Context: an optimization exercise on an open-source flow, tuned for small area. The choices shown serve that exercise and are no tape-out recipe.
Only simulation tests tie the RTL to the original design; equivalence was not proved.
No activity file was given, so power comes from the tool's default toggle rates. No driver is modelled on the clock port, so clocking that relies on it looks cheaper here than on a real chip.

$ cat standard.sh
#!/bin/bash
# synth_recipe.tcl (not shown) runs the flow's synth.tcl, then flattens the netlist and writes it again
# the make line also repeats each setting of config.mk as NAME=value (left out here)
make -C /OpenROAD-flow-scripts/flow DESIGN_CONFIG=/design/flow/config.mk WORK_HOME=/design/flow/orfs CLKGATE_MAP_FILE= SYNTH_SCRIPT=/design/flow/synth_recipe.tcl "${@:-finish}"
$ cat design.v
`default_nettype none
package video_timing_pkg;
   localparam int ACTIVE_H = 640;    
   localparam int ACTIVE_V = 480;    
   localparam int H_FP     = 32;     
   localparam int H_PULSE  = 48;     
   localparam int H_BP     = 112;    
   localparam int V_FP     = 1;      
   localparam int V_PULSE  = 3;      
   localparam int V_BP     = 25;     
   localparam int H_BLANK = H_FP + H_PULSE + H_BP;    
   localparam int V_BLANK = V_FP + V_PULSE + V_BP;    
   localparam int H_TOTAL = H_BLANK + ACTIVE_H;       
   localparam int V_TOTAL = V_BLANK + ACTIVE_V;       
endpackage
`default_nettype wire
`default_nettype none
package tile_cmd_pkg;
   localparam int GRID_COLS = 20;    
   localparam int GRID_ROWS = 15;    
endpackage
`default_nettype wire
`timescale 1ns/10ps
`default_nettype none
module cmd_decoder
(
   input  wire        clk_36MHz,
   input  wire        arst_n,
   input  wire        req,
   input  wire [15:0] cmd,
   output logic       ack,
   input  wire        commit,       
   output logic       wr_pend,
   output logic [3:0] wr_row,
   output logic [4:0] wr_col,
   output logic [2:0] wr_colour,
   output logic [2:0] bg_colour
);
   typedef enum logic [1:0]
   {
      S_IDLE,     
      S_ISSUE,    
      S_ACKD      
   } state_e;
   state_e state;
   logic   exec;        
   logic   in_range;
   assign exec     = (state == S_ACKD) && !ack;
   assign in_range = (cmd[14:10] < 5'(tile_cmd_pkg::GRID_COLS)) && (cmd[9:6] < 4'(tile_cmd_pkg::GRID_ROWS));
   always_ff @(posedge clk_36MHz)
   begin
      if (exec && !cmd[15])
      begin
         wr_row    <= cmd[9:6];
         wr_col    <= cmd[14:10];
         wr_colour <= cmd[5:3];
      end
   end
   always_ff @(posedge clk_36MHz or negedge arst_n)
   begin
      if (!arst_n)
      begin
         state     <= S_IDLE;
         ack       <= 1'b0;
         wr_pend   <= 1'b0;
         bg_colour <= '0;
      end
      else
      begin
         ack <= (state == S_ACKD);
         case (state)
            S_IDLE:  if (req && !ack) state <= S_ISSUE;
            S_ISSUE: state <= S_ACKD;
            S_ACKD:  if (ack && !req) state <= S_IDLE;
            default: state <= S_IDLE;
         endcase
         if (exec && cmd[15])
            bg_colour <= cmd[2:0];
         if (exec && !cmd[15] && in_range)
            wr_pend <= 1'b1;
         else if (commit)
            wr_pend <= 1'b0;
      end
   end
endmodule
`default_nettype wire
`timescale 1ns/10ps
`default_nettype none
module tile_store
(
   input  wire        clk_36MHz,
   input  wire        arst_n,
   input  wire        wr_pend,
   input  wire [3:0]  wr_row,
   input  wire [4:0]  wr_col,
   input  wire [2:0]  wr_colour,
   output logic       commit,
   input  wire [3:0]  rd_row,        
   input  wire        advance,       
   output logic [2:0] tile_colour    
);
   localparam int NW = tile_cmd_pkg::GRID_ROWS;    
   localparam int WB = 3 * tile_cmd_pkg::GRID_COLS;  
   logic [NW-1:0][WB-1:0] ring;
   logic [3:0]            psi;         
   logic                  clr;         
   logic [3:0]            row0, row5, row10;
   logic                  hit0, hit5, hit10;
   logic [WB-1:0]         nxt0, nxt5, nxt10;
   logic [WB-1:0]         wmask;       
   logic [WB-1:0]         wdata;
   assign row0  = psi;
   assign row5  = (psi < 4'd10) ? psi + 4'd5  : psi - 4'd10;
   assign row10 = (psi < 4'd5)  ? psi + 4'd10 : psi - 4'd5;
   assign hit0  = wr_pend && (wr_row == row0);
   assign hit5  = wr_pend && (wr_row == row5);
   assign hit10 = wr_pend && (wr_row == row10);
   assign commit = hit0 || hit5 || hit10;
   always_comb
   begin
      for (int c = 0; c < tile_cmd_pkg::GRID_COLS; c++)
      begin
         wmask[3*c +: 3] = {3{wr_col == 5'(c)}};
         wdata[3*c +: 3] = wr_colour;
      end
   end
   logic [WB-1:0] m0, m5, m10;
   logic [WB-1:0] keep;
   assign m0    = hit0  ? wmask : '0;
   assign m5    = hit5  ? wmask : '0;
   assign m10   = hit10 ? wmask : '0;
   assign keep  = {WB{!clr}};
   assign nxt0  = (wdata & m0)  | (ring[NW-1] & ~m0  & keep);
   assign nxt5  = (wdata & m5)  | (ring[4]    & ~m5  & keep);
   assign nxt10 = (wdata & m10) | (ring[9]    & ~m10 & keep);
   always_ff @(posedge clk_36MHz)
   begin
      for (int i = 0; i < NW; i++)
      begin
         if (i == 0)
            ring[i] <= nxt0;
         else if (i == 5)
            ring[i] <= nxt5;
         else if (i == 10)
            ring[i] <= nxt10;
         else
            ring[i] <= ring[i-1];
      end
   end
   always_ff @(posedge clk_36MHz or negedge arst_n)
   begin
      if (!arst_n)
      begin
         psi <= '0;
         clr <= 1'b1;
      end
      else
      begin
         psi <= (psi == 4'd0) ? 4'd14 : psi - 4'd1;
         if (psi == 4'd11)
            clr <= 1'b0;
      end
   end
   logic       row_hit;
   logic       nxt_load;
   logic [2:0] nxt_fetch;
   logic [2:0] nxt;
   logic [4:0] nxt_col;      
   logic [4:0] wr_col_p1;    
   logic       hit_nxt;
   logic       hit_cur;
   assign row_hit   = wr_pend && (wr_row == rd_row);
   assign nxt_load  = (psi == rd_row);
   assign wr_col_p1 = (wr_col == 5'(tile_cmd_pkg::GRID_COLS - 1)) ? 5'd0 : wr_col + 5'd1;
   assign hit_nxt   = row_hit && (wr_col == nxt_col);
   assign hit_cur   = row_hit && (advance ? (wr_col == nxt_col) : (wr_col_p1 == nxt_col));
   always_ff @(posedge clk_36MHz or negedge arst_n)
   begin
      if (!arst_n)
         nxt_col <= '0;
      else if (advance)
         nxt_col <= (nxt_col == 5'(tile_cmd_pkg::GRID_COLS - 1)) ? 5'd0 : nxt_col + 5'd1;
   end
   logic [2:0] l1 [0:9];
   logic [2:0] l2 [0:4];
   logic [2:0] l3 [0:2];
   always_comb
   begin
      for (int i = 0; i < 10; i++)
         l1[i] = nxt_col[0] ? ring[NW-1][3*(2*i+1) +: 3] : ring[NW-1][3*(2*i) +: 3];
      for (int i = 0; i < 5; i++)
         l2[i] = nxt_col[1] ? l1[2*i+1] : l1[2*i];
      l3[0] = nxt_col[2] ? l2[1] : l2[0];
      l3[1] = nxt_col[2] ? l2[3] : l2[2];
      l3[2] = l2[4];
      nxt_fetch = nxt_col[4] ? l3[2] : (nxt_col[3] ? l3[1] : l3[0]);
   end
   always_ff @(posedge clk_36MHz)
   begin
      if (hit_cur)
         tile_colour <= wr_colour;
      else if (advance)
         tile_colour <= nxt;
      if (hit_nxt)
         nxt <= wr_colour;
      else if (nxt_load)
         nxt <= nxt_fetch;
   end
endmodule
`default_nettype wire
`timescale 1ns/10ps
`default_nettype none
module vga_controller
(
   input  wire        clk_36MHz,
   input  wire        arst_n,
   input  wire [2:0]  tile_colour,    
   input  wire [2:0]  bg_colour,
   output logic [3:0] rd_row,
   output logic       advance,    
   output logic [24:0] vga
);
   localparam int HT = video_timing_pkg::H_TOTAL;
   localparam int VT = video_timing_pkg::V_TOTAL;
   localparam int AH = video_timing_pkg::ACTIVE_H;
   localparam int AV = video_timing_pkg::ACTIVE_V;
   localparam int HS = AH + video_timing_pkg::H_FP;      
   localparam int HE = HS + video_timing_pkg::H_PULSE;   
   localparam int VS = AV + video_timing_pkg::V_FP;
   localparam int VE = VS + video_timing_pkg::V_PULSE;
   logic [9:0] h, h_n;
   logic [8:0] v, v_n;
   logic [1:0] run;       
   logic [2:0] colour;    
   logic       act;
   always_comb
   begin
      h_n = (h == 10'(HT - 1)) ? '0 : h + 10'(run[1]);
      v_n = v;
      if (h == 10'(AH - 1))
         v_n = (v == 9'(VT - 1)) ? '0 : v + 1'b1;
   end
   assign advance = (h[4:0] == 5'd30) && ((h < 10'(AH - 2)) || (h >= 10'(HT - 2)));
   assign rd_row  = v[8:5];
   always_ff @(posedge clk_36MHz or negedge arst_n)
   begin
      if (!arst_n)
      begin
         h      <= 10'(AH);
         v      <= 9'(AV);
         run    <= '0;
         colour <= '0;
      end
      else
      begin
         h      <= h_n;
         v      <= v_n;
         run    <= {run[0], 1'b1};
         colour <= (tile_colour != 3'd0) ? tile_colour : bg_colour;
      end
   end
   assign act        = (h < 10'(AH)) && (v < 9'(AV));
   assign vga[24]    = !((h >= 10'(HS)) && (h < 10'(HE)));
   assign vga[23]    = !((v >= 9'(VS)) && (v < 9'(VE)));
   assign vga[22:20] = act ? colour : '0;
   assign vga[19:10] = act ? h : '0;
   assign vga[9:0]   = act ? {1'b0, v} : '0;
endmodule
`default_nettype wire
`timescale 1ns/10ps
`default_nettype none
module tile_display_top
(
   input  wire        clk_36MHz,
   input  wire        arst_n,
   input  wire        req,
   input  wire [15:0] cmd,    
   output wire        ack,
   output wire [24:0] vga     
);
   logic       commit;
   logic       wr_pend;
   logic [3:0] wr_row;
   logic [4:0] wr_col;
   logic [2:0] wr_colour;
   logic [2:0] bg_colour;
   logic [3:0] rd_row;
   logic       advance;
   logic [2:0] tile_colour;
   cmd_decoder u_decoder
   (
      .clk_36MHz (clk_36MHz),
      .arst_n    (arst_n),
      .req       (req),
      .cmd       (cmd),
      .ack       (ack),
      .commit    (commit),
      .wr_pend   (wr_pend),
      .wr_row    (wr_row),
      .wr_col    (wr_col),
      .wr_colour (wr_colour),
      .bg_colour (bg_colour)
   );
   tile_store u_store
   (
      .clk_36MHz   (clk_36MHz),
      .arst_n      (arst_n),
      .wr_pend     (wr_pend),
      .wr_row      (wr_row),
      .wr_col      (wr_col),
      .wr_colour   (wr_colour),
      .commit      (commit),
      .rd_row      (rd_row),
      .advance     (advance),
      .tile_colour (tile_colour)
   );
   vga_controller u_vga
   (
      .clk_36MHz   (clk_36MHz),
      .arst_n      (arst_n),
      .tile_colour (tile_colour),
      .bg_colour   (bg_colour),
      .rd_row      (rd_row),
      .advance     (advance),
      .vga         (vga)
   );
endmodule
`default_nettype wire
$ cat constraint.sdc
create_clock -name core_clock -period 27.7 [get_ports {clk_36MHz}]
set_input_delay 5.5400 -clock core_clock [delete_from_list [all_inputs] [get_ports {clk_36MHz}]]
set_output_delay 5.5400 -clock core_clock [all_outputs]
set_load 0.01 [all_outputs]
$ cat config.mk
export PLATFORM = sky130hd
export DESIGN_NAME = tile_display_top
export DESIGN_NICKNAME = tile_display_top
export VERILOG_FILES = /design/flow/design.v
export SDC_FILE = /design/flow/constraint.sdc
export NUM_CORES = 4
export LEC_CHECK = 0
export ABC_AREA = 1
export CAP_MARGIN = 20
export CORE_MARGIN = 2
export CORE_UTILIZATION = 55
export CTS_BUF_LIST = sky130_fd_sc_hd__clkbuf_16
export CTS_CLUSTER_DIAMETER = 80
export CTS_CLUSTER_SIZE = 32
export PLACE_DENSITY = 0.7
export SLEW_MARGIN = 20
$ cat flow/run.sh
#!/bin/bash
# The standard layout (standard.sh), with three changes:
#  - synthesis maps the logic with an area-only ABC script (strash; dch;
#    map -a) instead of ORFS's abc_area.script; registers are mapped
#    before ABC runs, so they are the standard synthesis's;
#  - port buffers use buf_1;
#  - CTS inserts no dummy loads.
# Each tool's output goes to its own log under orfs/logs; make's output
# goes to synth.log and flow.log here.
set -euo pipefail
W=$PWD
rm -rf "$W/synth_scripts"
cp -r "$FLOW_HOME/scripts" "$W/synth_scripts"
printf 'strash\ndch\nmap -a\ntopo\nstime -c\n' > "$W/synth_scripts/abc_area.script"
SCRIPTS_DIR="$W/synth_scripts" bash standard.sh synth > synth.log 2>&1
export BUFFER_PORTS_ARGS="-buffer_cell sky130_fd_sc_hd__buf_1"
export CTS_ARGS="-sink_clustering_enable -repair_clock_nets -dont_use_dummy_load -buf_list sky130_fd_sc_hd__clkbuf_8 -sink_clustering_size 18 -sink_clustering_max_diameter 60"
bash standard.sh > flow.log 2>&1
==> results by group, run 1 <==
Clocking
  – Clock Root Buffer: sky130_fd_sc_hd__clkbuf_8
  – Clock latency at the later pin of the worst-skew pair: 700 ps
  – Maximum buffer depth of the clock tree: 3
  – Number of setup buffers added after CTS: 0
  – Hold buffer count at cts: 0
  – Clock Pin Slew Worst Setup and Hold Paths: 100 ps
  – Max H-tree Level: 2
  – # resized after CTS: 0
  – TritonCTS clock tree: yes
  – TritonCTS buffer count: 60
  – Clock sink total: 959

Floorplanning
  – X dimension of the die: 213 µm
  – Die Outline Area: roughly 0.045 mm²
  – Core footprint: about 0.043 mm²
  – Number of cell rows: 76
  – Die Y: 213 µm
  – I/O pin count: 45
  – Starting Density: between 50% and 60%

Routing
  – Wire length per cell after detailed routing: 16.5 µm
  – Antenna-violating nets left: 0
  – Detailed router's first-iteration violation count: between 1000 and 1500
  – Mean number of vias per cell: between 5 and 6
  – Detailed Route WL: approximately 42000 µm
  – Total number of vias: 12800
  – Number of remaining DRC errors: 0
  – 1st-pass router iterations: 6

Layout
  – Final Instance Count excl. Fillers: approximately 2500
  – Count of filler cells inserted in the layout: 3426
  – Post-route design area: around 0.026 mm²
  – Area growth from synthesis to layout: 7.68%
  – Fraction of layout instances using a drive strength above 1: ~4.7%
  – Core utilization of the finished layout: 60.0%
  – Final nets: 1987

Worst setup path
  – Worst Path Buf+Inv: 3
  – WP data arrival: roughly 2700 ps
  – Max stage delay on crit path: ~560 ps
  – Cell repeated most along the worst path: sky130_fd_sc_hd__nor2_1
  – Critical path's top delay family: simple AND/OR/NAND/NOR gates
  – Startpoint of the worst register-to-register path: u_store.psi[1]
  – End of the worst register-to-register path: u_store.ring[301]
  – Crit Path Category: flip-flop to output pin
  – Worst Path Required: 22160 ps
  – Nature of the critical path endpoint: output pin
  – Critical Path Source Type: flip-flop
  – Maximum fanout along the worst path: 22
  – Number of cells traversed by the worst register-to-register path: 12
  – Capturing element of the worst setup path: vga[8]
  – Worst reg2reg setup slack: between 20000 and 25000 ps
  – Crit path launch: u_vga.v[6]
  – CP Depth: 8
  – Cells along the critical path: clkinv_1 -> nor2_1 -> clkinv_1 -> nor3_1 -> nor2_1 -> nand2_1 -> nor2_1 -> buf_1
  – Worst path slowest cell: sky130_fd_sc_hd__dfstp_2

Synth
  – Share of flip-flops with an asynchronous set or reset after synthesis: under 10%
  – Top area cells in the synthesized netlist: sky130_fd_sc_hd__dfxtp_1, sky130_fd_sc_hd__o21ai_0, sky130_fd_sc_hd__nand3_1
  – Post-synthesis sequential area ratio: between 80% and 90%
  – Post-synth design cell area: 0.0239 mm²
  – Primary flip-flop cell chosen by synthesis mapping: sky130_fd_sc_hd__dfxtp_1
  – Number of enable-type register cells in the synthesized netlist: 18
  – Average instance area after synthesis: between 10 and 15 µm²
  – Instance count of the mapped netlist: about 1800
  – Mapped Nets: about 1900
  – Warnings from Yosys: 6
  – Synth Register Bits: 959
  – Area fraction of the dominant cell type after synthesis: roughly 75%
  – Largest area contributor in the netlist: sky130_fd_sc_hd__dfxtp_1
  – Synth cell types: 32

Global routing
  – Wire length of the first global-routing pass: 65700 µm
  – GRT Total Usage: around a fifth
  – Aggregate global routing overflow: 0
  – Number of global-route vias before repair: between 10000 and 15000
  – Pin count of the biggest net entering global routing: about 100
  – Initial antenna violation count: 0

Timing
  – Worst clock skew: about 97 ps
  – Least setup slack across all paths after layout: roughly 20000 ps
  – Worst Max-Slew Pin Slew: about 960 ps
  – Relative slew margins: roughly 36%
  – Setup repair after global routing missed its margin: no
  – Post-route clock period utilization: between 20% and 30%
  – Time the worst path needs with I/O delays and setup: around 8200 ps
  – Final Slew Violations: 0
  – Final setup violation count: 0
  – Hold slack: 277 ps
  – Aggregate negative setup slack: 0 ps
  – Hold Violations, Final: 0
  – Fmax achieved: about 0.12 GHz

Power and ir drop
  – Power Internal: around 1.6 mW
  – Sequential fraction of design power: slightly below 70%
  – Clock network fraction of design power: a little over a quarter
  – Total design power: ~2.1 mW
  – Logic pwr share: under 10%
  – Leakage power figure: roughly 9.8 nW
  – P_sw: about 0.49 mW
  – Power per standard cell area: approximately 83 mW/mm²
  – Net switching fraction of the power: approximately 23%
  – Peak VDD IR: 43.9 µV

Place
  – Hpwl dp: ~25000 µm
  – Placed instance area: 0.0250 mm²
  – Place WS: about 20000 ps
  – Routability congestion estimate from global placement: between 0.8 and 0.9
  – Number of placed cells counting well taps: around 2500
  – Number of buffers added on ports: 43

Flow run
  – Maximum Capacitance Violations: 0

Worst hold path
  – Worst min path class: flip-flop to flip-flop

Run status
  – Run status: timing/DRC/antenna clean
power groups by stage:
stage | Clock [mW] | Sequential (mW) | Combinational, mW
after floorplan | 0 | 1.46 | 0.0726
after global placement | 0 | 1.47 | 0.127
after detailed placement | 0 | 1.47 | 0.130
after CTS | 0.584 | 1.43 | 0.130
after global routing | 0.638 | 1.44 | 0.145
final | 0.567 | 1.43 | 0.130
Yosys cell counts (all sizes together) (15+ instances only):
master  number
dfxtp      900
o21ai      235
nand3      200
nor2       117
nand2      101
clkinv      76
dfrtp       34
nor3        26
a21oi       24
xor2        20
edfxtp      18
ha          18
o22ai       15
per-layer routing:
metal | vias to the layer above | part of all wire [%] | GRT usage, %
li1 | 6325 | - | -
met1 | 6073 | 50 | 27.9
met5 | - | 0 | 0
met4 | 0 | 2.4 | 5.67
met2 | 296 | 42 | 28.2
met3 | 71 | 5.2 | 3.65
layout by cell type, fill, tap and decap left out, drive strengths merged, types with 4 or more instances in the layout:
cell type and n:
nand4 4, clkbuf 60, a21oi 24, nand2 101, nor2 117, dfstp 7, nor3 26, clkinv 74
nor4 4, xor2 20, o21ai 235, dfrtp 34, o22ai 15, a22oi 4, xnor2 4, buf 55
dfxtp 900, ha 18, edfxtp 18, nand3 200
cell type report:
| type | instances | area, µm² | share of cell area (%) |
|---|---|---|---|
| clock buffers | 60 | 826 | 3.20 |
| multi-input cells | 798 | 4090 | 15.8 |
| well taps | 585 | 732 | 2.84 |
| repair buffers | 55 | 253 | 0.980 |
| diodes | 1 | 2.50 | 0.00971 |
| flip-flops and latches | 959 | 19600 | 76.0 |
| inverters | 76 | 293 | 1.14 |
kinds of logic after synthesis:
family	Yosys count	synth area share [%]
compound gates	299	6.65
xor+xnor	24	0.878
fa+ha+maj	18	0.941
buf+inv	77	1.22
flops	959	81.8
mux	1	0.0470
other cells	2	0.0314
simple gates	454	8.41
state kept, by name (all words and copies together) (netlist names), 3 cells and up:
name,count
u_vga.h,10
u_store.nxt_col,5
u_decoder.wr_col,5
u_store.psi,4
u_store.nxt,3
u_store.ring,900
u_decoder.wr_colour,3
u_decoder.wr_row,4
u_vga.colour,3
u_store.tile_colour,3
u_decoder.bg_colour,3
u_vga.v,9
how the worst min path moves through the flow:
stage,start,end,slack (ps),cells after the start
finish,u_store.ring[7],u_store.ring[67],280,0
global route,u_store.ring[8],u_store.ring[68],280,0
CTS,u_store.ring[7],u_store.ring[67],280,0
detailed placement,u_store.ring[779],u_store.ring[839],310,0
global placement,u_store.ring[334],u_store.ring[394],310,0
floorplan,u_store.ring[40],u_store.ring[100],310,0
worst reg2reg max path: cells and delay by family, from the launching register on:
kind / cells / cell delay (ps)
compound gates: 4 / 660
fa+ha+maj: 1 / 380
buf+inv: 3 / 840
flops: 1 / 530
simple gates: 4 / 1120
==> run 2: changes to the inputs <==
--- a/flow/run.sh
+++ b/flow/run.sh
@@ -14,5 +14,5 @@
 printf 'strash\ndch\nmap -a\ntopo\nstime -c\n' > "$W/synth_scripts/abc_area.script"
 SCRIPTS_DIR="$W/synth_scripts" bash standard.sh synth > synth.log 2>&1
 export BUFFER_PORTS_ARGS="-buffer_cell sky130_fd_sc_hd__buf_1"
-export CTS_ARGS="-sink_clustering_enable -repair_clock_nets -dont_use_dummy_load -buf_list sky130_fd_sc_hd__clkbuf_8 -sink_clustering_size 18 -sink_clustering_max_diameter 60"
+export CTS_ARGS="-sink_clustering_enable -repair_clock_nets -dont_use_dummy_load -buf_list sky130_fd_sc_hd__clkbuf_8 -sink_clustering_size 22 -sink_clustering_max_diameter 60"
 bash standard.sh > flow.log 2>&1
==> results by group, run 2 <==
Floorplanning
  – Die Y: between 200 and 250 µm
  – Die Outline Area: 0.0452 mm²
  – X dimension of the die: 213 µm
  – I/O pin count: between 40 and 50
  – Core footprint: roughly 0.043 mm²
  – Number of cell rows: 76
  – Starting Density: ~56%

Worst setup path
  – WP data arrival: 2650 ps
  – Crit path launch: u_vga.v[6]
  – Critical Path Source Type: flip-flop
  – Worst Path Buf+Inv: 3
  – Worst path slowest cell: sky130_fd_sc_hd__dfstp_2
  – Critical path's top delay family: simple AND/OR/NAND/NOR gates
  – Startpoint of the worst register-to-register path: u_store.psi[1]
  – Nature of the critical path endpoint: output pin
  – Maximum fanout along the worst path: 22
  – Max stage delay on crit path: ~570 ps
  – Crit Path Category: flip-flop to output pin
  – Worst Path Required: between 20000 and 25000 ps
  – Cells along the critical path: clkinv_1 -> nor2_1 -> clkinv_1 -> nor3_1 -> nor2_1 -> nand2_1 -> nor2_1 -> buf_1
  – Cell repeated most along the worst path: sky130_fd_sc_hd__nor2_1

Global routing
  – Wire length of the first global-routing pass: between 60000 and 70000 µm
  – GRT Total Usage: between 10% and 20%
  – Number of global-route vias before repair: approximately 12000
  – Initial antenna violation count: 0
  – Aggregate global routing overflow: 0
  – Pin count of the biggest net entering global routing: slightly below 100

Synth
  – Instance count of the mapped netlist: between 1500 and 2000
  – Most common cell in the synthesized netlist: sky130_fd_sc_hd__dfxtp_1
  – Area fraction of the dominant cell type after synthesis: 75.2%
  – Top area cells in the synthesized netlist: sky130_fd_sc_hd__dfxtp_1, sky130_fd_sc_hd__o21ai_0, sky130_fd_sc_hd__nand3_1
  – Average instance area after synthesis: 13.1 µm²
  – Post-synthesis sequential area ratio: 81.8%
  – Mapped Nets: about 1900
  – Primary flip-flop cell chosen by synthesis mapping: sky130_fd_sc_hd__dfxtp_1
  – Warnings from Yosys: 6
  – Synth Register Bits: between 900 and 1000
  – Share of flip-flops with an asynchronous set or reset after synthesis: between 4 and 5%
  – Number of enable-type register cells in the synthesized netlist: 18
  – Synth cell types: 32
  – Largest area contributor in the netlist: sky130_fd_sc_hd__dfxtp_1
  – Post-synth design cell area: 0.0239 mm²
  – Most frequent cells after synthesis: sky130_fd_sc_hd__dfxtp_1, sky130_fd_sc_hd__o21ai_0, sky130_fd_sc_hd__nand3_1, sky130_fd_sc_hd__nor2_1, sky130_fd_sc_hd__nand2_1

Layout
  – Area growth from synthesis to layout: 7.15%
  – Final Instance Count excl. Fillers: roughly 2500
  – Post-route design area: 0.0257 mm²
  – Number of flip-flops under the largest register name: 900
  – Largest regs: u_store.ring (900), u_vga.h (10), u_vga.v (9)
  – Final nets: 1978
  – Most common cell after layout, fill and taps aside: sky130_fd_sc_hd__dfxtp_1
  – Register with the most flip-flops: u_store.ring
  – Fraction of layout instances using a drive strength above 1: about 4.3%
  – Total inserted antenna cells: 0
  – Highest-count cells in the layout ignoring fill and taps: sky130_fd_sc_hd__dfxtp_1, sky130_fd_sc_hd__o21ai_0, sky130_fd_sc_hd__nand3_1

Run status
  – Run status: timing/DRC/antenna clean

Clocking
  – Clock Root Buffer: sky130_fd_sc_hd__clkbuf_8
  – Clock Pin Slew Worst Setup and Hold Paths: roughly 110 ps
  – Max H-tree Level: 2
  – Hold buffer count at cts: 0
  – Clock sink total: 959
  – Number of setup buffers added after CTS: 0
  – TritonCTS clock tree: yes
  – TritonCTS buffer count: 51
  – Clock latency at the later pin of the worst-skew pair: between 600 and 700 ps
  – # resized after CTS: 0
  – Maximum buffer depth of the clock tree: 3

Power and ir drop
  – Leakage power figure: about 9.7 nW
  – Power per standard cell area: 81.9 mW/mm²
  – Total design power: about 2.1 mW
  – Peak VDD IR: between 30 and 40 µV

Routing
  – Wire length per cell after detailed routing: 16.5 µm
  – Number of remaining DRC errors: 0
  – Mean number of vias per cell: approximately 5.0
  – Antenna-violating nets left: 0
  – Total number of vias: about 13000
  – 1st-pass router iterations: 5
  – Detailed Route WL: between 40000 and 50000 µm
  – Detailed router's first-iteration violation count: 1014

Place
  – Hpwl dp: approximately 25000 µm
  – Placed instance area: around 0.025 mm²
  – Number of placed cells counting well taps: around 2500
  – Number of buffers added on ports: 43
  – Routability congestion estimate from global placement: roughly 0.84

Timing
  – Relative slew margins: a little over a third
  – Fmax achieved: roughly 0.12 GHz
  – Worst Max-Slew Pin Slew: roughly 950 ps
  – Hold Violations, Final: 0
  – Time the worst path needs with I/O delays and setup: slightly above 8000 ps
  – Setup repair after global routing missed its margin: no
  – Final setup violation count: 0
  – Aggregate negative setup slack: 0 ps
  – Final Slew Violations: 0
  – Worst clock skew: about 94 ps
  – Post-route clock period utilization: 29.6%

Flow run
  – Maximum Capacitance Violations: 0

Worst hold path
  – Critical hold path startpoint: u_store.ring[229]
  – Worst min path class: flip-flop to flip-flop
==> run 2: cell count changes in the layout (fill, tap and decap cells not counted) <==
| cell | delta |
|---|---|
| sky130_fd_sc_hd__clkbuf_8 | -9 |
| sky130_fd_sc_hd__diode_2 | -1 |
==> run 2: logic make-up (layout without fill, tap and decap cells) <==
group	Yosys count	in the layout	share of synthesized area, %
adder cells (fa/ha/maj)	18	18	0.941
other	2	2	0.0314
AND/OR/NAND/NOR	454	454	8.41
flip-flops	959	959	81.8
buffers and inverters	77	182	1.22
multiplexers	1	1	0.0470
AO/OA/AOI/OAI	299	299	6.65
XOR/XNOR	24	24	0.878
==> run 2: worst paths after layout <==
| path | to | slack [ps] | cells after the start |
|---|---|---|---|
| setup / recovery | vga[8] | 19510 | 8 |
| hold / removal | u_store.ring[289] | 240 | 0 |
| setup reg to reg | u_store.ring[300] | 24040 | 12 |
| hold reg to reg | u_store.ring[289] | 240 | 0 |
| max in group asynchronous | u_vga.h[4] | 22120 | 1 |
| min in group asynchronous | u_store.psi[0] | 4990 | 1 |
==> run 2: metal layers <==
metal	global-route usage [%]	wire, µm
met1	27.4	20900
met2	27.9	17300
met3	3.69	2250
met4	6.94	1360
met5	0	0
==> run 2: layout make-up <==
type / count / area, µm²
fillers: 3429 / 17300
flip-flops and latches: 959 / 19600
repair buffers: 55 / 253
inverters: 76 / 293
multi-input cells: 798 / 4090
well taps: 585 / 732
clock buffers: 51 / 702
==> run 2: stage by stage <==
| step | util (%) | worst slack [ps] | hold WS [ps] |
|---|---|---|---|
| 2_1_floorplan | - | 20430 | 310 |
| 3_3_place_gp | 58.1 | 20220 | 310 |
| 3_5_place_dp | 58.1 | 20190 | 312 |
| 4_1_cts | 59.7 | 19430 | 243 |
| 5_1_grt | 59.7 | 19200 | 232 |
| 6_report | 59.7 | 19510 | 243 |
==> run 2: where the power goes <==
| group | internal, mW | total [mW] | switching [mW] |
|---|---|---|---|
| clock network | 0.167 | 0.536 | 0.369 |
| registers | 1.42 | 1.43 | 0.0174 |
| logic | 0.0357 | 0.131 | 0.0948 |
==> run 3: changes to the inputs <==
--- a/flow/run.sh
+++ b/flow/run.sh
@@ -14,5 +14,5 @@
 printf 'strash\ndch\nmap -a\ntopo\nstime -c\n' > "$W/synth_scripts/abc_area.script"
 SCRIPTS_DIR="$W/synth_scripts" bash standard.sh synth > synth.log 2>&1
 export BUFFER_PORTS_ARGS="-buffer_cell sky130_fd_sc_hd__buf_1"
-export CTS_ARGS="-sink_clustering_enable -repair_clock_nets -dont_use_dummy_load -buf_list sky130_fd_sc_hd__clkbuf_8 -sink_clustering_size 22 -sink_clustering_max_diameter 60"
+export CTS_ARGS="-sink_clustering_enable -repair_clock_nets -dont_use_dummy_load -buf_list sky130_fd_sc_hd__clkbuf_16 -sink_clustering_size 32 -sink_clustering_max_diameter 80"
 bash standard.sh > flow.log 2>&1
==> results by group, run 3 <==
Run status
  – Run status: timing/DRC/antenna clean

Layout
  – Final Instance Count excl. Fillers: about 2500
  – Core utilization of the finished layout: between 60 and 70%
  – Largest regs: u_store.ring (900), u_vga.h (10), u_vga.v (9)
  – Area growth from synthesis to layout: 7.98%
  – Number of flip-flops under the largest register name: 900
  – Total inserted antenna cells: 0
  – Highest-count cells in the layout ignoring fill and taps: sky130_fd_sc_hd__dfxtp_1, sky130_fd_sc_hd__o21ai_0, sky130_fd_sc_hd__nand3_1
  – Final nets: 1963
  – Fraction of layout instances using a drive strength above 1: 3.53%
  – Register with the most flip-flops: u_store.ring
  – Most common cell after layout, fill and taps aside: sky130_fd_sc_hd__dfxtp_1
  – Post-route design area: 0.0259 mm²

Clocking
  – Maximum buffer depth of the clock tree: 3
  – Hold buffer count at cts: 0
  – Number of setup buffers added after CTS: 0
  – Max H-tree Level: 2
  – TritonCTS buffer count: 36
  – TritonCTS clock tree: yes
  – Clock sink total: 959
  – Clock Root Buffer: sky130_fd_sc_hd__clkbuf_16
  – # resized after CTS: 0
  – Clock latency at the later pin of the worst-skew pair: slightly below 600 ps
  – Clock Pin Slew Worst Setup and Hold Paths: ~110 ps

Power and ir drop
  – Peak VDD IR: just under 50 µV
  – Leakage power figure: between 9 and 10 nW
  – Total design power: about 2.2 mW
  – Power per standard cell area: about 84 mW/mm²

Timing
  – Fmax achieved: 0.123 GHz
  – Hold Violations, Final: 0
  – Time the worst path needs with I/O delays and setup: between 8000 and 9000 ps
  – Setup repair after global routing missed its margin: no
  – Hold slack: about 300 ps
  – Least setup slack across all paths after layout: around 20000 ps
  – Final setup violation count: 0
  – Post-route clock period utilization: a little under 30%
  – Worst Max-Slew Pin Slew: between 900 and 1000 ps
  – Worst clock skew: about 45 ps
  – Aggregate negative setup slack: 0 ps
  – Final Slew Violations: 0
  – Relative slew margins: a little over a third

Global routing
  – GRT Total Usage: between 10% and 20%
  – Initial antenna violation count: 0
  – Number of global-route vias before repair: between 10000 and 15000
  – Wire length of the first global-routing pass: roughly 65000 µm
  – Aggregate global routing overflow: 0
  – Pin count of the biggest net entering global routing: roughly 100

Worst setup path
  – Crit Path Category: flip-flop to output pin
  – Worst Path Buf+Inv: 3
  – Nature of the critical path endpoint: output pin
  – Cells along the critical path: clkinv_1 -> nor2_1 -> clkinv_1 -> nor3_1 -> nor2_1 -> nand2_1 -> nor2_1 -> buf_1
  – Worst Path Required: around 22000 ps
  – Max stage delay on crit path: roughly 570 ps
  – Cell repeated most along the worst path: sky130_fd_sc_hd__nor2_1
  – WP data arrival: 2570 ps
  – Critical Path Source Type: flip-flop
  – Worst path slowest cell: sky130_fd_sc_hd__dfstp_2
  – Maximum fanout along the worst path: 22
  – Critical path's top delay family: simple AND/OR/NAND/NOR gates

Floorplanning
  – Core footprint: approximately 0.043 mm²
  – I/O pin count: 45
  – Number of cell rows: 76
  – X dimension of the die: 213 µm
  – Die Y: between 200 and 250 µm
  – Starting Density: between 50% and 60%
  – Die Outline Area: between 0.04 and 0.05 mm²

Place
  – Hpwl dp: 25200 µm
  – Place WS: 20190 ps
  – Routability congestion estimate from global placement: about 0.84
  – Number of placed cells counting well taps: between 2000 and 2500
  – Number of buffers added on ports: 43
  – Placed instance area: about 0.025 mm²

Synth
  – Arithmetic-cell share of the synthesized area counting full adders, half adders and majority gates: less than 1%
  – Parity-gate share of the synthesized area counting xor and xnor cells: 0.878%
  – Primary flip-flop cell chosen by synthesis mapping: sky130_fd_sc_hd__dfxtp_1
  – Most frequent cells after synthesis: sky130_fd_sc_hd__dfxtp_1, sky130_fd_sc_hd__o21ai_0, sky130_fd_sc_hd__nand3_1, sky130_fd_sc_hd__nor2_1, sky130_fd_sc_hd__nand2_1
  – Post-synthesis sequential area ratio: around four fifths
  – Number of enable-type register cells in the synthesized netlist: 18
  – Average instance area after synthesis: roughly 13 µm²
  – Area fraction of the dominant cell type after synthesis: about three quarters
  – Top area cells in the synthesized netlist: sky130_fd_sc_hd__dfxtp_1, sky130_fd_sc_hd__o21ai_0, sky130_fd_sc_hd__nand3_1
  – Largest area contributor in the netlist: sky130_fd_sc_hd__dfxtp_1
  – Most common cell in the synthesized netlist: sky130_fd_sc_hd__dfxtp_1
  – Warnings from Yosys: 6
  – Area fraction in compound gates after synthesis: 6.65%
  – Post-synth design cell area: approximately 0.024 mm²
  – Synth Register Bits: between 900 and 1000
  – Multiplexer share of the synthesized area: 0.0470%
  – Share of flip-flops with an asynchronous set or reset after synthesis: roughly 4.3%
  – Instance count of the mapped netlist: ~1800
  – Post-Synth Simple-Gate Area: 8.41%
  – Synth cell types: 32
  – Main combinational cell family by area after synthesis: simple AND/OR/NAND/NOR gates
  – Mapped Nets: 1871

Flow run
  – Maximum Capacitance Violations: 0

Worst hold path
  – Worst min path class: flip-flop to flip-flop

Routing
  – Wire length per cell after detailed routing: 16.7 µm
  – Number of remaining DRC errors: 0
  – 1st-pass router iterations: 8
  – Detailed Route WL: around 42000 µm
  – Antenna-violating nets left: 0
  – Mean number of vias per cell: ~5.1
  – Total number of vias: 12700
  – Detailed router's first-iteration violation count: between 1000 and 1500
==> run 3: cell types whose count changed in the layout (fill, tap and decap cells not counted), sizes merged <==
cell,change
clkbuf,-15
==> run 3: routing by layer <==
layer | share of wire (%) | vias up | routed length (µm) | track usage [%]
met1 | 50 | 6034 | 20900 | 27.7
met3 | 5.3 | 74 | 2200 | 3.47
met4 | 2.9 | 0 | 1230 | 6.03
met2 | 42 | 289 | 17500 | 28.0
li1 | - | 6285 | - | -
met5 | 0 | - | 0 | 0
==> run 3: final timing paths <==
kind	from	to	slack, ps	cells after the start
worst min register to register	u_store.ring[486]	u_store.ring[546]	300	0
min in group asynchronous	arst_n	u_store.psi[0]	5070	1
worst max register to register	u_store.psi[1]	u_store.ring[301]	23970	12
worst max-delay path	u_vga.v[6]	vga[8]	19590	8
max in group asynchronous	arst_n	u_vga.h[5]	22050	1
worst min-delay path	u_store.ring[486]	u_store.ring[546]	300	0
==> run 3: area by class of cell <==
class                   count  area, µm²
repair buffers             55        253
multi-input cells         798       4090
fillers                  3383      17100
inverters                  76        293
well taps                 585        732
clock buffers              36        901
flip-flops and latches    959      19600
==> run 3: cells by family after synthesis <==
| logic type | Yosys count |
|---|---|
| adder cells (fa/ha/maj) | 18 |
| multiplexers | 1 |
| other | 2 |
| buffers and inverters | 77 |
| AND/OR/NAND/NOR | 454 |
| XOR/XNOR | 24 |
| AO/OA/AOI/OAI | 299 |
| flip-flops | 959 |
==> run 3: report_power, final <==
| group | switching, mW | internal, mW | total (mW) | leakage, nW |
|---|---|---|---|---|
| clock | 0.371 | 0.236 | 0.608 | 0.444 |
| sequential | 0.0174 | 1.42 | 1.43 | 7.91 |
| combinational | 0.0953 | 0.0357 | 0.131 | 1.42 |
| total | 0.484 | 1.69 | 2.17 | 9.77 |
==> run 4: changes to the inputs <==
--- a/flow/run.sh
+++ b/flow/run.sh
@@ -14,5 +14,5 @@
 printf 'strash\ndch\nmap -a\ntopo\nstime -c\n' > "$W/synth_scripts/abc_area.script"
 SCRIPTS_DIR="$W/synth_scripts" bash standard.sh synth > synth.log 2>&1
 export BUFFER_PORTS_ARGS="-buffer_cell sky130_fd_sc_hd__buf_1"
-export CTS_ARGS="-sink_clustering_enable -repair_clock_nets -dont_use_dummy_load -buf_list sky130_fd_sc_hd__clkbuf_16 -sink_clustering_size 32 -sink_clustering_max_diameter 80"
+export CTS_ARGS="-sink_clustering_enable -repair_clock_nets -dont_use_dummy_load -buf_list sky130_fd_sc_hd__clkbuf_8 -sink_clustering_size 20 -sink_clustering_max_diameter 50"
 bash standard.sh > flow.log 2>&1
--- a/config.mk
+++ b/config.mk
@@ -8,9 +8,9 @@
 export ABC_AREA = 1
 export CAP_MARGIN = 20
 export CORE_MARGIN = 2
-export CORE_UTILIZATION = 55
+export CORE_UTILIZATION = 70
 export CTS_BUF_LIST = sky130_fd_sc_hd__clkbuf_16
 export CTS_CLUSTER_DIAMETER = 80
 export CTS_CLUSTER_SIZE = 32
-export PLACE_DENSITY = 0.7
+export PLACE_DENSITY = 0.85
 export SLEW_MARGIN = 20
==> results by group, run 4 <==
Routing
  – Mean number of vias per cell: ~5.6
  – Detailed Route WL: 43900 µm
  – Total number of vias: 13300
  – Number of remaining DRC errors: 0
  – Detailed router's first-iteration violation count: 1085
  – Antenna-violating nets left: 0
  – 1st-pass router iterations: 5
  – Wire length per cell after detailed routing: 18.4 µm

Place
  – Number of buffers added on ports: 43
  – Placed instance area: approximately 0.025 mm²
  – Routability congestion estimate from global placement: ~0.90
  – Place WS: a little over 20000 ps
  – Hpwl dp: between 20000 and 30000 µm

Clocking
  – Clock sink total: about 960
  – TritonCTS buffer count: between 50 and 60
  – Clock Pin Slew Worst Setup and Hold Paths: around 110 ps
  – Clock latency at the later pin of the worst-skew pair: approximately 640 ps
  – Maximum buffer depth of the clock tree: 3
  – # resized after CTS: 0
  – TritonCTS clock tree: yes
  – Max H-tree Level: 2
  – Clock Root Buffer: sky130_fd_sc_hd__clkbuf_8
  – Number of setup buffers added after CTS: 0
  – Hold buffer count at cts: 0

Worst setup path
  – Cell repeated most along the worst path: sky130_fd_sc_hd__nor2_1
  – Critical Path Source Type: flip-flop
  – Nature of the critical path endpoint: output pin
  – Startpoint of the worst register-to-register path: u_store.psi[1]
  – Worst Path Buf+Inv: 3
  – Max stage delay on crit path: roughly 570 ps
  – Worst Path Required: 22160 ps
  – Crit path launch: u_vga.v[6]
  – WP data arrival: 2600 ps
  – Worst path slowest cell: sky130_fd_sc_hd__dfstp_2
  – Crit Path Category: flip-flop to output pin
  – Maximum fanout along the worst path: 22
  – Cells along the critical path: clkinv_1 -> nor2_1 -> clkinv_1 -> nor3_1 -> nor2_1 -> nand2_1 -> nor2_1 -> buf_1
  – Critical path's top delay family: simple AND/OR/NAND/NOR gates

Layout
  – Number of flip-flops under the largest register name: 900
  – Highest-count cells in the layout ignoring fill and taps: sky130_fd_sc_hd__dfxtp_1, sky130_fd_sc_hd__o21ai_0, sky130_fd_sc_hd__nand3_1
  – Fraction of layout instances using a drive strength above 1: about 4.5%
  – Register with the most flip-flops: u_store.ring
  – Count of filler cells inserted in the layout: just under 2000
  – Area growth from synthesis to layout: 6.69%
  – Post-route design area: ~0.026 mm²
  – Most common cell after layout, fill and taps aside: sky130_fd_sc_hd__dfxtp_1
  – Total inserted antenna cells: 0
  – Largest regs: u_store.ring (900), u_vga.h (10), u_vga.v (9)
  – Final nets: ~2000

Timing
  – Worst Max-Slew Pin Slew: around 1000 ps
  – Fmax achieved: approximately 0.12 GHz
  – Setup repair after global routing missed its margin: no
  – Relative slew margins: 30.7%
  – Hold Violations, Final: 0
  – Time the worst path needs with I/O delays and setup: 8140 ps
  – Hold slack: between 300 and 400 ps
  – Final Slew Violations: 0
  – Post-route clock period utilization: approximately 29%
  – Least setup slack across all paths after layout: 19560 ps
  – Final setup violation count: 0
  – Worst clock skew: between 50 and 60 ps
  – Aggregate negative setup slack: 0 ps

Floorplanning
  – Core footprint: 0.0336 mm²
  – Number of cell rows: 67
  – Starting Density: a little under three quarters
  – Die Y: 189 µm
  – X dimension of the die: 189 µm
  – I/O pin count: 45
  – Die Outline Area: about 0.036 mm²

Synth
  – Most frequent cells after synthesis: sky130_fd_sc_hd__dfxtp_1, sky130_fd_sc_hd__o21ai_0, sky130_fd_sc_hd__nand3_1, sky130_fd_sc_hd__nor2_1, sky130_fd_sc_hd__nand2_1
  – Synth Register Bits: about 960
  – Top area cells in the synthesized netlist: sky130_fd_sc_hd__dfxtp_1, sky130_fd_sc_hd__o21ai_0, sky130_fd_sc_hd__nand3_1
  – Primary flip-flop cell chosen by synthesis mapping: sky130_fd_sc_hd__dfxtp_1
  – Warnings from Yosys: 6
  – Post-synthesis sequential area ratio: between 80% and 90%
  – Multiplexer share of the synthesized area: less than 1%
  – Most common cell in the synthesized netlist: sky130_fd_sc_hd__dfxtp_1
  – Post-Synth Simple-Gate Area: between 8 and 9%
  – Main combinational cell family by area after synthesis: simple AND/OR/NAND/NOR gates
  – Instance count of the mapped netlist: roughly 1800
  – Share of flip-flops with an asynchronous set or reset after synthesis: 4.28%
  – Synth cell types: 32
  – Largest area contributor in the netlist: sky130_fd_sc_hd__dfxtp_1
  – Post-synth design cell area: roughly 0.024 mm²
  – Area fraction of the dominant cell type after synthesis: 75.2%
  – Arithmetic-cell share of the synthesized area counting full adders, half adders and majority gates: less than 1%
  – Parity-gate share of the synthesized area counting xor and xnor cells: less than 1%
  – Area fraction in compound gates after synthesis: under 10%
  – Average instance area after synthesis: roughly 13 µm²
  – Number of enable-type register cells in the synthesized netlist: 18
  – Mapped Nets: around 1900

Power and ir drop
  – Peak VDD IR: approximately 44 µV
  – Leakage power figure: between 9 and 10 nW
  – Power per standard cell area: between 80 and 90 mW/mm²
  – Total design power: roughly 2.1 mW

Global routing
  – Fraction of met1 tracks used by global routing: around a third
  – Pin count of the biggest net entering global routing: 98
  – Busiest layer in global routing: met2
  – Aggregate global routing overflow: 0
  – Number of global-route vias before repair: approximately 13000
  – Wire length of the first global-routing pass: approximately 69000 µm
  – Grt met3 use: roughly 4.4%
  – Initial antenna violation count: 0
  – GRT Total Usage: approximately a quarter
  – Global routing usage on met2: 38.6%

Run status
  – Run status: timing/DRC/antenna clean

Flow run
  – Maximum Capacitance Violations: 0

Worst hold path
  – Worst min path class: flip-flop to flip-flop
  – Critical hold path startpoint: u_store.ring[656]
-- run 4: layout make-up --
class,instances,area [µm²],share of cell area (%)
clock buffers,57,785,3.07
repair buffers,53,238,0.931
inverters,76,288,1.13
multi-input cells,798,4080,16.0
well taps,448,561,2.19
flip-flops and latches,959,19600,76.7
-- run 4: worst reg2reg max path: cells and delay by family (launching register included) --
kind | cells | cell delay (ps)
and+or+nand+nor | 2 | 400
adders and majority gates | 1 | 290
AOI/OAI and AO/OA | 4 | 1350
buffers and inverters | 2 | 790
xor gates and xnor gates | 1 | 170
DFF | 1 | 520
-- run 4: power by group --
group / leakage [nW] / switching [mW] / internal, mW / total [mW]
sequential: 7.91 / 0.0193 / 1.42 / 1.44
combinational: 1.41 / 0.0919 / 0.0354 / 0.127
clock: 0.410 / 0.370 / 0.185 / 0.555
-- run 4: cell families (layout without fill, tap and decap cells) --
family                     count (synthesis)  in the layout
other                                      2              2
xor gates and xnor gates                  24             24
DFF                                      959            959
muxes                                      1              1
AOI/OAI and AO/OA                        299            299
and+or+nand+nor                          454            454
buffers and inverters                     77            186
adders and majority gates                 18             18
-- run 4: worst paths after layout --
kind | cells past startpoint | slack (ps) | to
hold / removal | 0 | 310 | u_store.ring[716]
max in group asynchronous | 1 | 22070 | u_store.psi[3]
min in group asynchronous | 1 | 5030 | u_vga.h[0]
hold reg to reg | 0 | 310 | u_store.ring[716]
setup reg to reg | 10 | 24040 | u_store.ring[652]
setup / recovery | 8 | 19560 | vga[7]
-- run 4: stage by stage --
| step | utilization [%] | cells |
|---|---|---|
| 2_1_floorplan | - | 1834 |
| 3_3_place_gp | 73.7 | 2334 |
| 3_5_place_dp | 73.7 | 2334 |
| 4_1_cts | 76.0 | 2391 |
| 5_1_grt | 76.0 | 2391 |
| 6_report | 76.0 | 2391 |
-- run 4: metal layers --
layer | routed length [µm] | vias up
li1 | - | 6303
met1 | 19500 | 6358
met2 | 19900 | 519
met3 | 3000 | 122
met4 | 1530 | 0
met5 | 0 | -
==> run 5: changes to the inputs <==
--- a/design.v
+++ b/design.v
@@ -249,16 +249,16 @@
          h      <= 10'(AH);
          v      <= 9'(AV);
          run    <= '0;
-         colour <= '0;
       end
       else
       begin
          h      <= h_n;
          v      <= v_n;
          run    <= {run[0], 1'b1};
-         colour <= (tile_colour != 3'd0) ? tile_colour : bg_colour;
       end
    end
+   always_ff @(posedge clk_36MHz)
+      colour <= (tile_colour != 3'd0) ? tile_colour : bg_colour;
    assign act        = (h < 10'(AH)) && (v < 9'(AV));
    assign vga[24]    = !((h >= 10'(HS)) && (h < 10'(HE)));
    assign vga[23]    = !((v >= 9'(VS)) && (v < 9'(VE)));
==> results by group, run 5 <==
Run status
  – Run status: timing/DRC/antenna clean

Synth
  – Instance count of the mapped netlist: between 1500 and 2000
  – Primary flip-flop cell chosen by synthesis mapping: sky130_fd_sc_hd__dfxtp_1
  – Largest area contributor in the netlist: sky130_fd_sc_hd__dfxtp_1
  – Arithmetic-cell share of the synthesized area counting full adders, half adders and majority gates: 0.941%
  – Mapped Nets: approximately 1900
  – Parity-gate share of the synthesized area counting xor and xnor cells: 0.769%
  – Synth Register Bits: between 900 and 1000
  – Multiplexer share of the synthesized area: less than 1%
  – Post-synth design cell area: 0.0239 mm²
  – Area fraction of the dominant cell type after synthesis: 75.5%
  – Post-synthesis sequential area ratio: slightly above 80%
  – Warnings from Yosys: 6
  – Number of enable-type register cells in the synthesized netlist: 18
  – Most common cell in the synthesized netlist: sky130_fd_sc_hd__dfxtp_1
  – Area fraction in compound gates after synthesis: between 6 and 7%
  – Share of flip-flops with an asynchronous set or reset after synthesis: under 10%
  – Synth cell types: 35
  – Top area cells in the synthesized netlist: sky130_fd_sc_hd__dfxtp_1, sky130_fd_sc_hd__o21ai_0, sky130_fd_sc_hd__nand3_1
  – Main combinational cell family by area after synthesis: simple AND/OR/NAND/NOR gates
  – Post-Synth Simple-Gate Area: 8.40%
  – Most frequent cells after synthesis: sky130_fd_sc_hd__dfxtp_1, sky130_fd_sc_hd__o21ai_0, sky130_fd_sc_hd__nand3_1, sky130_fd_sc_hd__nor2_1, sky130_fd_sc_hd__nand2_1
  – Average instance area after synthesis: ~13 µm²

Global routing
  – Initial antenna violation count: 0
  – Global routing usage on met2: between 40% and 50%
  – Aggregate global routing overflow: 0
  – Grt met3 use: under 10%
  – Fraction of met1 tracks used by global routing: a little over a third
  – Pin count of the biggest net entering global routing: 101
  – Busiest layer in global routing: met2
  – Wire length of the first global-routing pass: 70400 µm
  – GRT Total Usage: roughly 25%
  – Number of global-route vias before repair: roughly 13000

Timing
  – Relative slew margins: 22.5%
  – Worst clock skew: 42.6 ps
  – Hold Violations, Final: 0
  – Final setup violation count: 0
  – Setup repair after global routing missed its margin: no
  – Worst Max-Slew Pin Slew: around 1200 ps
  – Aggregate negative setup slack: 0 ps
  – Post-route clock period utilization: slightly below 30%
  – Fmax achieved: around 0.12 GHz
  – Time the worst path needs with I/O delays and setup: around 8100 ps
  – Final Slew Violations: 0

Place
  – Routability congestion estimate from global placement: between 0.8 and 0.9
  – Hpwl dp: 26800 µm
  – Number of buffers added on ports: 43

Power and ir drop
  – Peak VDD IR: between 50 and 60 µV
  – Net switching fraction of the power: between 20% and 30%
  – Leakage power figure: ~9.7 nW
  – Power Internal: roughly 1.6 mW
  – Power per standard cell area: roughly 85 mW/mm²
  – P_sw: roughly 0.51 mW
  – Total design power: 2.16 mW
  – Logic pwr share: under 10%
  – Sequential fraction of design power: 66.7%
  – Clock network fraction of design power: 25.7%

Clocking
  – Clock sink total: 959
  – Clock Root Buffer: sky130_fd_sc_hd__clkbuf_8
  – Maximum buffer depth of the clock tree: 3
  – Number of setup buffers added after CTS: 0
  – TritonCTS buffer count: 56
  – Clock Pin Slew Worst Setup and Hold Paths: 110 ps
  – Max H-tree Level: 2
  – Hold buffer count at cts: 0
  – Clock latency at the later pin of the worst-skew pair: approximately 650 ps
  – # resized after CTS: 0
  – TritonCTS clock tree: yes

Routing
  – Number of remaining DRC errors: 0
  – Antenna-violating nets left: 0
  – Mean number of vias per cell: 5.62
  – 1st-pass router iterations: 6
  – Detailed Route WL: between 40000 and 50000 µm
  – Wire length per cell after detailed routing: ~19 µm
  – Detailed router's first-iteration violation count: ~1100
  – Total number of vias: ~13000

Layout
  – Largest regs: u_store.ring (900), u_vga.h (10), u_vga.v (9)
  – Number of flip-flops under the largest register name: 900
  – Area used by sequential logic in the layout: between 0.015 and 0.02 mm²
  – Count of filler cells inserted in the layout: 2011
  – Total inserted antenna cells: 0
  – Fraction of layout instances using a drive strength above 1: under 10%
  – Area growth from synthesis to layout: 6.67%
  – Highest-count cells in the layout ignoring fill and taps: sky130_fd_sc_hd__dfxtp_1, sky130_fd_sc_hd__o21ai_0, sky130_fd_sc_hd__nand3_1
  – Core utilization of the finished layout: roughly 76%
  – Register with the most flip-flops: u_store.ring
  – Area of the multi-input gates: ~0.004 mm²
  – Most common cell after layout, fill and taps aside: sky130_fd_sc_hd__dfxtp_1
  – Final nets: 1983

Worst setup path
  – Worst path slowest cell: sky130_fd_sc_hd__dfstp_2
  – Worst Path Required: approximately 22000 ps
  – Cells along the critical path: clkinv_1 -> nor2_1 -> clkinv_1 -> nor2_1 -> clkinv_1 -> nor2_1 -> or3_2 -> nor2_1 -> buf_1
  – Maximum fanout along the worst path: 22
  – Max stage delay on crit path: between 500 and 600 ps
  – WP data arrival: about 2600 ps
  – Nature of the critical path endpoint: output pin
  – Crit Path Category: flip-flop to output pin
  – Cell repeated most along the worst path: sky130_fd_sc_hd__nor2_1
  – Critical Path Source Type: flip-flop

Worst hold path
  – Worst min path class: flip-flop to flip-flop

Flow run
  – Maximum Capacitance Violations: 0

Floorplanning
  – Die Outline Area: 0.0357 mm²
  – Starting Density: ~71%
  – I/O pin count: 45
  – Core footprint: approximately 0.034 mm²
  – Die Y: approximately 190 µm
  – X dimension of the die: ~190 µm
  – Number of cell rows: 67
[run 5: cell types whose count changed after synthesis, moves of 2 or more]
cell and delta:
sky130_fd_sc_hd__a31oi_1 +3, sky130_fd_sc_hd__dfxtp_1 +3, sky130_fd_sc_hd__xnor2_1 -2, sky130_fd_sc_hd__o22ai_1 -2, sky130_fd_sc_hd__nor2_1 -5, sky130_fd_sc_hd__o21ai_0 -2
sky130_fd_sc_hd__clkinv_1 -3, sky130_fd_sc_hd__nand2_1 +10, sky130_fd_sc_hd__a221oi_1 +4, sky130_fd_sc_hd__a21oi_1 +7, sky130_fd_sc_hd__dfrtp_1 -3, sky130_fd_sc_hd__nor3_1 -7
[run 5: worst paths after layout]
path / depth (start not counted) / slack, ps / end / from
worst min register to register: 0 / 290 / u_store.ring[91] / u_store.ring[31]
min in group asynchronous: 1 / 5050 / u_store.nxt_col[1] / arst_n
max in group asynchronous: 1 / 22010 / u_decoder.bg_colour[0] / arst_n
worst max register to register: 10 / 23750 / u_store.ring[357] / u_store.psi[1]
worst max-delay path: 9 / 19590 / vga[2] / u_vga.v[6]
worst min-delay path: 0 / 290 / u_store.ring[91] / u_store.ring[31]
[run 5: kinds of logic (layout without fill, tap and decap cells)]
kind of cell / after synthesis / in the layout
multiplexers: 2 / 2
adder cells (fa/ha/maj): 18 / 18
buffers and inverters: 74 / 183
XOR/XNOR: 21 / 21
flip-flops: 959 / 959
other: 2 / 2
AO/OA/AOI/OAI: 305 / 305
AND/OR/NAND/NOR: 454 / 454
[run 5: area by class of cell]
type	count	area share (%)
Inverter	73	1.08
Timing Repair Buffer	54	0.961
Tap cell	448	2.20
Sequential cell	959	76.7
Clock buffer	56	3.02
Multi-Input combinational cell	802	16.0
[run 5: critical path, delay by kind of cell (launching register included)]
kind	cells	cell delay, ps
buffers and inverters	4	490
flip-flops	1	570
AND/OR/NAND/NOR	5	890
[run 5: per-stage QoR]
step | hold WS (ps) | setup slack [ps] | cells | area [µm²]
after detailed placement | 312 | 20280 | 2336 | 24800
after global routing | 294 | 19420 | 2392 | 25500
after floorplan | 310 | 20430 | 1835 | 23900
final | 286 | 19590 | 2392 | 25500
after global placement | 310 | 20330 | 2336 | 24800
after CTS | 291 | 19600 | 2392 | 25500
[run 5: power by group through the flow]
stage / logic (mW) / clock network (mW) / registers, mW
after floorplan: 0.0864 / 0 / 1.47
after global placement: 0.151 / 0 / 1.47
after detailed placement: 0.158 / 0 / 1.47
after CTS: 0.159 / 0.561 / 1.44
after global routing: 0.176 / 0.607 / 1.44
final: 0.164 / 0.555 / 1.44
[run 5: layer usage]
metal  vias to the layer above  wire, µm
met5                         -         0
met4                         0      1520
met3                       121      3010
met2                       514     20600
met1                      6500     20000
li1                       6308         -
==> run 6: changes to the inputs <==
--- a/flow/run.sh
+++ b/flow/run.sh
@@ -14,5 +14,5 @@
 printf 'strash\ndch\nmap -a\ntopo\nstime -c\n' > "$W/synth_scripts/abc_area.script"
 SCRIPTS_DIR="$W/synth_scripts" bash standard.sh synth > synth.log 2>&1
 export BUFFER_PORTS_ARGS="-buffer_cell sky130_fd_sc_hd__buf_1"
-export CTS_ARGS="-sink_clustering_enable -repair_clock_nets -dont_use_dummy_load -buf_list sky130_fd_sc_hd__clkbuf_8 -sink_clustering_size 20 -sink_clustering_max_diameter 50"
+export CTS_ARGS="-sink_clustering_enable -repair_clock_nets -dont_use_dummy_load -buf_list sky130_fd_sc_hd__clkbuf_8 -sink_clustering_size 19 -sink_clustering_max_diameter 50"
 bash standard.sh > flow.log 2>&1
==> results by group, run 6 <==
Worst setup path
  – Worst path slowest cell: sky130_fd_sc_hd__dfstp_2
  – Maximum fanout along the worst path: 22
  – Max stage delay on crit path: 570 ps
  – Crit Path Category: flip-flop to output pin
  – WP data arrival: 2580 ps
  – Worst Path Required: between 20000 and 25000 ps
  – Cells along the critical path: clkinv_1 -> nor2_1 -> clkinv_1 -> nor2_1 -> clkinv_1 -> nor2_1 -> or3_2 -> nor2_1 -> buf_1
  – Critical Path Source Type: flip-flop
  – Nature of the critical path endpoint: output pin
  – Cell repeated most along the worst path: sky130_fd_sc_hd__nor2_1

Routing
  – Mean number of vias per cell: 5.59
  – Wire length per cell after detailed routing: roughly 19 µm
  – Detailed Route WL: approximately 45000 µm
  – 1st-pass router iterations: 8
  – Antenna-violating nets left: 0
  – Total number of vias: roughly 13000
  – Number of remaining DRC errors: 0
  – Detailed router's first-iteration violation count: 1198

Timing
  – Relative slew margins: roughly 24%
  – Time the worst path needs with I/O delays and setup: slightly above 8000 ps
  – Fmax achieved: 0.123 GHz
  – Aggregate negative setup slack: 0 ps
  – Final setup violation count: 0
  – Final Slew Violations: 0
  – Setup repair after global routing missed its margin: no
  – Worst Max-Slew Pin Slew: approximately 1100 ps
  – Post-route clock period utilization: a little under 30%
  – Hold Violations, Final: 0
  – Worst clock skew: a little over 60 ps
  – Hold slack: 302 ps

Synth
  – Average instance area after synthesis: roughly 13 µm²
  – Mapped Nets: 1872
  – Number of enable-type register cells in the synthesized netlist: 18
  – Synth Register Bits: around 960
  – Instance count of the mapped netlist: 1835
  – Primary flip-flop cell chosen by synthesis mapping: sky130_fd_sc_hd__dfxtp_1
  – Most common cell in the synthesized netlist: sky130_fd_sc_hd__dfxtp_1
  – Post-synth design cell area: 0.0239 mm²
  – Top area cells in the synthesized netlist: sky130_fd_sc_hd__dfxtp_1, sky130_fd_sc_hd__o21ai_0, sky130_fd_sc_hd__nand3_1
  – Largest area contributor in the netlist: sky130_fd_sc_hd__dfxtp_1
  – Synth cell types: 35
  – Warnings from Yosys: 6
  – Area fraction of the dominant cell type after synthesis: between 70% and 80%
  – Post-synthesis sequential area ratio: 81.8%
  – Most frequent cells after synthesis: sky130_fd_sc_hd__dfxtp_1, sky130_fd_sc_hd__o21ai_0, sky130_fd_sc_hd__nand3_1, sky130_fd_sc_hd__nor2_1, sky130_fd_sc_hd__nand2_1
  – Share of flip-flops with an asynchronous set or reset after synthesis: between 3 and 4%

Layout
  – Register with the most flip-flops: u_store.ring
  – Largest regs: u_store.ring (900), u_vga.h (10), u_vga.v (9)
  – Area of the multi-input gates: ~0.0041 mm²
  – Area growth from synthesis to layout: 6.86%
  – Area used by sequential logic in the layout: between 0.015 and 0.02 mm²
  – Final Instance Count excl. Fillers: 2395
  – Highest-count cells in the layout ignoring fill and taps: sky130_fd_sc_hd__dfxtp_1, sky130_fd_sc_hd__o21ai_0, sky130_fd_sc_hd__nand3_1
  – Final nets: around 2000
  – Fraction of layout instances using a drive strength above 1: around 4.6%
  – Number of flip-flops under the largest register name: 900
  – Most common cell after layout, fill and taps aside: sky130_fd_sc_hd__dfxtp_1
  – Count of filler cells inserted in the layout: approximately 2000
  – Total inserted antenna cells: 0

Global routing
  – Grt met3 use: 4.32%
  – Wire length of the first global-routing pass: about 69000 µm
  – GRT Total Usage: roughly a quarter
  – Initial antenna violation count: 0
  – Global routing usage on met2: 38.7%
  – Busiest layer in global routing: met2
  – Fraction of met1 tracks used by global routing: about a third
  – Number of global-route vias before repair: around 13000
  – Aggregate global routing overflow: 0
  – Pin count of the biggest net entering global routing: ~100

Place
  – Number of buffers added on ports: between 40 and 50
  – Routability congestion estimate from global placement: roughly 0.89
  – Hpwl dp: approximately 27000 µm
  – Number of placed cells counting well taps: 2336

Power and ir drop
  – Power per standard cell area: 84.6 mW/mm²
  – Logic pwr share: under 10%
  – Sequential fraction of design power: approximately two thirds
  – Clock network fraction of design power: 25.9%
  – Leakage power figure: just under 10 nW
  – Peak VDD IR: 62.2 µV
  – Power Internal: about 1.7 mW
  – Net switching fraction of the power: a little under a quarter
  – P_sw: about 0.51 mW

Floorplanning
  – I/O pin count: 45
  – X dimension of the die: around 190 µm
  – Die Y: 189 µm
  – Number of cell rows: 67
  – Starting Density: 71.2%
  – Core footprint: ~0.034 mm²
  – Die Outline Area: between 0.03 and 0.04 mm²

Clocking
  – TritonCTS clock tree: yes
  – Clock latency at the later pin of the worst-skew pair: 670 ps
  – # resized after CTS: 0
  – Max H-tree Level: 2
  – Clock sink total: ~960
  – Clock Root Buffer: sky130_fd_sc_hd__clkbuf_8
  – Number of setup buffers added after CTS: 0
  – Maximum buffer depth of the clock tree: 3
  – Hold buffer count at cts: 0
  – TritonCTS buffer count: 58
  – Clock Pin Slew Worst Setup and Hold Paths: about 100 ps

Run status
  – Run status: timing/DRC/antenna clean

Flow run
  – Maximum Capacitance Violations: 0

Worst hold path
  – Worst min path class: flip-flop to flip-flop
run 6: cell count changes in the layout (fill, tap and decap cells not counted):
cell	previous run	this run
sky130_fd_sc_hd__clkbuf_8	56	58
sky130_fd_sc_hd__buf_12	0	1
run 6: layer usage:
metal / routed length, µm / up-vias
met5: 0 / -
met1: 19700 / 6441
met4: 1760 / 0
li1: - / 6315
met2: 19900 / 508
met3: 3120 / 127
run 6: path summary, 6_finish.rpt:
path                                         from                end  slack, ps  cells after the start
worst max-delay path                   u_vga.v[6]             vga[2]      19580                      9
worst min-delay path            u_store.ring[475]  u_store.ring[535]        300                      0
worst max register to register     u_store.psi[1]  u_store.ring[312]      23670                     10
worst min register to register  u_store.ring[475]  u_store.ring[535]        300                      0
max in group asynchronous                  arst_n         u_vga.h[7]      22380                      2
min in group asynchronous                  arst_n  u_decoder.wr_pend       4780                      1
run 6: cell type report:
cell class	count	area share, %
Timing Repair Buffer	55	1.04
Inverter	73	1.08
Multi-Input combinational cell	802	16.0
Sequential cell	959	76.6
Tap cell	448	2.19
Clock buffer	58	3.12
run 6: through the flow:
stage | power (mW) | setup WS [ps] | utilization [%] | cell area [µm²]
after global placement | 1.62 | 20330 | 73.6 | 24800
after detailed placement | 1.63 | 20280 | 73.6 | 24800
final | 2.16 | 19580 | 76.1 | 25600
after global routing | 2.24 | 19400 | 76.1 | 25600
after CTS | 2.17 | 19570 | 76.0 | 25600
after floorplan | 1.55 | 20430 | - | 23900
run 6: logic make-up after synthesis:
| kind of cell | share of synthesized area, % |
|---|---|
| buf+inv | 1.18 |
| mux | 0.0889 |
| fa+ha+maj | 0.941 |
| xor+xnor | 0.769 |
| flops | 81.8 |
| simple gates | 8.40 |
| other cells | 0.0314 |
| compound gates | 6.79 |
run 6: worst max-delay path, delay by kind of cell (launching register included):
kind	cells	cell delay, ps
buffers and inverters	4	490
DFF	1	570
and+or+nand+nor	5	870
run 6: power groups by stage:
stage                     Clock (mW)  Combinational, mW  Sequential, mW
final                          0.561              0.163            1.44
after global routing           0.616              0.177            1.44
after CTS                      0.570              0.159            1.44
after detailed placement           0              0.158            1.47
after global placement             0              0.151            1.47
after floorplan                    0             0.0864            1.47

[what the ideal ports hide]
No port has a modelled driver above. Below, the same layouts with a new extraction and two added sets of constraints.
Step 1, drivers: a clkbuf_16 drives clk_36MHz and a buf_2 each remaining input, both assumed.
Step 2 times the ports against the registers' clock, not the clock port: input delays grow and output delays shrink by t, the midpoint of the rising clock arrivals with the driver on.
Three values: no drivers, after step 1, after step 2; two values: the first two.
run	t (ns)	slack for setup (ns)	hold slack, ns	worst setup path after step 2	clock arrival spread, ns
run 1	0.699	19.501 / 19.451 / 20.150	0.277 / 0.277 / 0.277	register to output	0.100 / 0.100
run 2	0.681	19.508 / 19.457 / 20.138	0.243 / 0.243 / 0.243	register to output	0.118 / 0.118
run 3	0.620	19.594 / 19.542 / 20.162	0.301 / 0.301 / 0.301	register to output	0.050 / 0.050
run 4	0.665	19.558 / 19.508 / 20.174	0.308 / 0.308 / 0.308	register to output	0.052 / 0.053
run 5	0.674	19.592 / 19.544 / 20.219	0.286 / 0.286 / 0.286	register to output	0.047 / 0.047
run 6	0.684	19.580 / 19.532 / 20.216	0.302 / 0.302 / 0.302	register to output	0.066 / 0.066
After both steps setup and hold are still met in every run listed.
